What follows belongs to an exercise in optimizing a design on an open flow for small area, a short achievable clock period and few clock cycles; a production flow would make more cautious choices.
Where RTL was checked, it was by simulation tests only, not by an equivalence proof against the original.
Power is estimated from default activity; no workload was simulated.

==> umber: inputs <==
// ping_ram_dot_engine
module ping_ram_dot_engine
#(
  parameter int unsigned ACC_W = 40,
  parameter int unsigned LEN_W = 16
) (
  input  logic                         clk,
  input  logic                         reset,
  input  logic [31:0]                  input_addr,
  input  logic [31:0]                  weight_addr,
  input  logic [31:0]                  output_addr,
  input  logic [31:0]                  data_type,
  output logic [31:0]                  finish_signal,
  output logic [26:0]                  avm_address,
  output logic                         avm_read,
  output logic                         avm_write,
  output logic [31:0]                  avm_writedata,
  output logic [3:0]                   avm_byteenable,
  output logic                         avm_burstcount,
  input  logic [31:0]                  avm_readdata,
  input  logic                         avm_readdatavalid,
  input  logic                         avm_waitrequest
);
Settings: LEC_CHECK=0, ABC_AREA=1, CAP_MARGIN=20, CORE_MARGIN=2, CORE_UTILIZATION=40, CTS_BUF_LIST=sky130_fd_sc_hd__clkbuf_4 sky130_fd_sc_hd__clkbuf_8 sky130_fd_sc_hd__clkbuf_16, PLACE_DENSITY=0.6, SLEW_MARGIN=20, TNS_END_PERCENT=0; clock period 12.0 ns.
standard.sh (not shown) runs the stock make flow with config.mk's settings and CLKGATE_MAP_FILE= SYNTH_SCRIPT=/design/flow/synth_recipe.tcl, a recipe that flattens the netlist after the stock synthesis.
==> flow/flow/run.sh <==
#!/bin/bash
set -euo pipefail
bash standard.sh SETUP_SLACK_MARGIN=9 "BUFFER_PORTS_ARGS=-buffer_cell sky130_fd_sc_hd__buf_2" finish > make.log 2>&1
==> tundra (differences from umber) <==
--- a/flow/design.v
+++ b/flow/design.v
@@ -1556,42 +1556,33 @@
       end
     end
   end
   always_ff @(posedge clk) begin
     if (~busy_q) begin
       fmt16_q <= data_type[24];
-      cur_q   <= input_addr[26:2];
-      oth_q   <= weight_addr[26:2];
       out_q   <= output_addr[26:2];
-      rem_q   <= data_type[LEN_W-1:0];
-      rph_q   <= 1'b0;
-    end else if (rd_acc) begin
-      cur_q <= oth_q;
-      oth_q <= cur_q + 25'd1;
-      rph_q <= ~rph_q;
-      if (rph_q) rem_q <= rem_q - LEN_W'(1);
-    end else if (wr_set) begin
-      cur_q <= out_q;
     end
+    if (~busy_q | rd_acc | wr_set) cur_q <= ~busy_q ? input_addr[26:2] : (rd_q ? oth_q : out_q);
+    if (~busy_q | rd_acc)          oth_q <= ~busy_q ? weight_addr[26:2] : cur_q + 25'd1;
+    if (~busy_q | rd_acc)          rph_q <= busy_q & ~rph_q;
+    if (~busy_q | (rd_acc & rph_q)) rem_q <= ~busy_q ? data_type[LEN_W-1:0] : rem_q - LEN_W'(1);
   end
   always_ff @(posedge clk) begin
-    if (avm_readdatavalid & ~dph_q) begin
-      in_q <= avm_readdata;
-    end else if (avm_readdatavalid & dph_q) begin
-      in_q[15:0] <= avm_readdata[31:16];
-    end else if (wr_set) begin
-      in_q <= result;
-    end
+    if ((avm_readdatavalid & ~dph_q) | wr_set)
+      in_q[31:16] <= wr_set ? result[31:16] : avm_readdata[31:16];
+    if (avm_readdatavalid | wr_set)
+      in_q[15:0]  <= wr_set ? result[15:0] :
+                     (dph_q ? avm_readdata[31:16] : avm_readdata[15:0]);
     if ((avm_readdatavalid & dph_q) | mac_a_q) begin
       op_lo_q <= fmt16_q ? x_src : {x_src[7:0], 8'd0};
       op_hi_q <= fmt16_q ? x_src : {{8{x_src[15]}}, x_src[15:8]};
     end
   end
   assign x_src = mac_a_q ? in_q[31:16] : in_q[15:0];
   assign dig_ld  = ~reset & ((avm_readdatavalid & dph_q) | mac_a_q);
-  assign dig_src = (avm_readdatavalid & dph_q) ? avm_readdata[15:0] : in_q[15:0];
+  assign dig_src = mac_a_q ? in_q[15:0] : avm_readdata[15:0];
   always_comb begin
     for (int k = 0; k < 8; k++) begin
       logic b2, b1, b0;
       b2 = dig_src[2*k+1];
       b1 = dig_src[2*k];
       if (k == 0)      b0 = 1'b0;
==> flow/flow/run.sh (replaced) <==
#!/bin/bash
set -euo pipefail
bash standard.sh SETUP_SLACK_MARGIN=9 "BUFFER_PORTS_ARGS=-buffer_cell sky130_fd_sc_hd__buf_1" finish > make.log 2>&1
- CORE_UTILIZATION: 40 -> 58
- CTS_BUF_LIST: sky130_fd_sc_hd__clkbuf_4 sky130_fd_sc_hd__clkbuf_8 sky130_fd_sc_hd__clkbuf_16 -> default
- CTS_CLUSTER_DIAMETER: default -> 70
- CTS_CLUSTER_SIZE: default -> 35
- PLACE_DENSITY: 0.6 -> 0.7
==> summary.md <==
| Metric | Value |
|---|---|
| Number of ordinary and repair buffers in the finished layout | 274 |
| Clk_buf instances | 28 |
| Part of the power in registers | 33.4% |
| Critical R2R Capture | acc_c_q[18] |
| Register area | 0.007378 mm² |
| Multi-input combinational area share | 50.17% |
| WL/cell | 20.09 µm |
| Commonest cells post-synth | 491 x sky130_fd_sc_hd__nand2_1, 411 x sky130_fd_sc_hd__inv_1, 286 x sky130_fd_sc_hd__nor2_1 |
| Run status | no timing/DRC/antenna violations |
| Number of well-tap cells placed | 468 |
| Pleak | 0.01040 µW |
| R2R Path Start | two_q[2] |
[end of results for tundra]
==> summary.md <==
| Metric | Value |
|---|---|
| Run status | no timing/DRC/antenna violations |
| Flip-flop and latch count | 289 |
| Part of the power in registers | 31.2% |
| Critical R2R Capture | acc_c_q[17] |
| Setup repair after global routing missed its margin | true |
| Number of slew-limit violations in the final report | 0 |
| Die height | 234.5 µm |
| Number of ordinary and repair buffers in the finished layout | 268 |
| Most common library cell in the layout ignoring fill and taps | sky130_fd_sc_hd__nand2_1 |
| HP Start | rph_q |
| Power in combinational cells | 1800 µW |
| Multi-input combinational area share | 48.44% |
| R2R Path Start | op_lo_q[15] |
| Depth of the worst hold-timing path | 2 |
| Commonest cells post-synth | 510 x sky130_fd_sc_hd__nand2_1, 418 x sky130_fd_sc_hd__inv_1, 243 x sky130_fd_sc_hd__nor2_1 |
| Register area | 0.007361 mm² |
| Setup bufs post-CTS | 17 |
| Number of well-tap cells placed | 688 |
| Fraction of the yosys area taken by sequential cells | 34.58% |
[end of results for umber]
Testbench counts of tundra, summed over its fixed seeds: cycles 47,048.
Only the layout flow was run in umber; the RTL was not checked for function there.

[separate check: timing with driven ports]
Ports are ideal in the flow. The routed layouts listed here were re-timed in OpenROAD. Step 1 sets driving cells, clkbuf_16 on the clock port and buf_2 on the other inputs (assumed; they add their load-dependent delay and slew). Step 2, shift: input delay + t, output delay - t, t = (earliest + latest rising clock arrival at the registers) / 2. This alone moves slack from input paths to output paths. Slacks: ideal ports / drivers / drivers and shift; pairs: ideal ports / drivers.
| run | shift t [ns] | setup slack, ns | worst slew at a driven data input, ns |
|---|---|---|---|
| umber | 0.619 | 8.304 / 8.241 / 7.766 | 0.07 |
| tundra | 0.638 | 8.318 / 8.262 / 7.811 | 0.06 |
After both steps every run listed still meets setup and hold. The setup slack of umber, which loses most, moves by -0.063 ns with the drivers and by -0.538 ns with both steps.
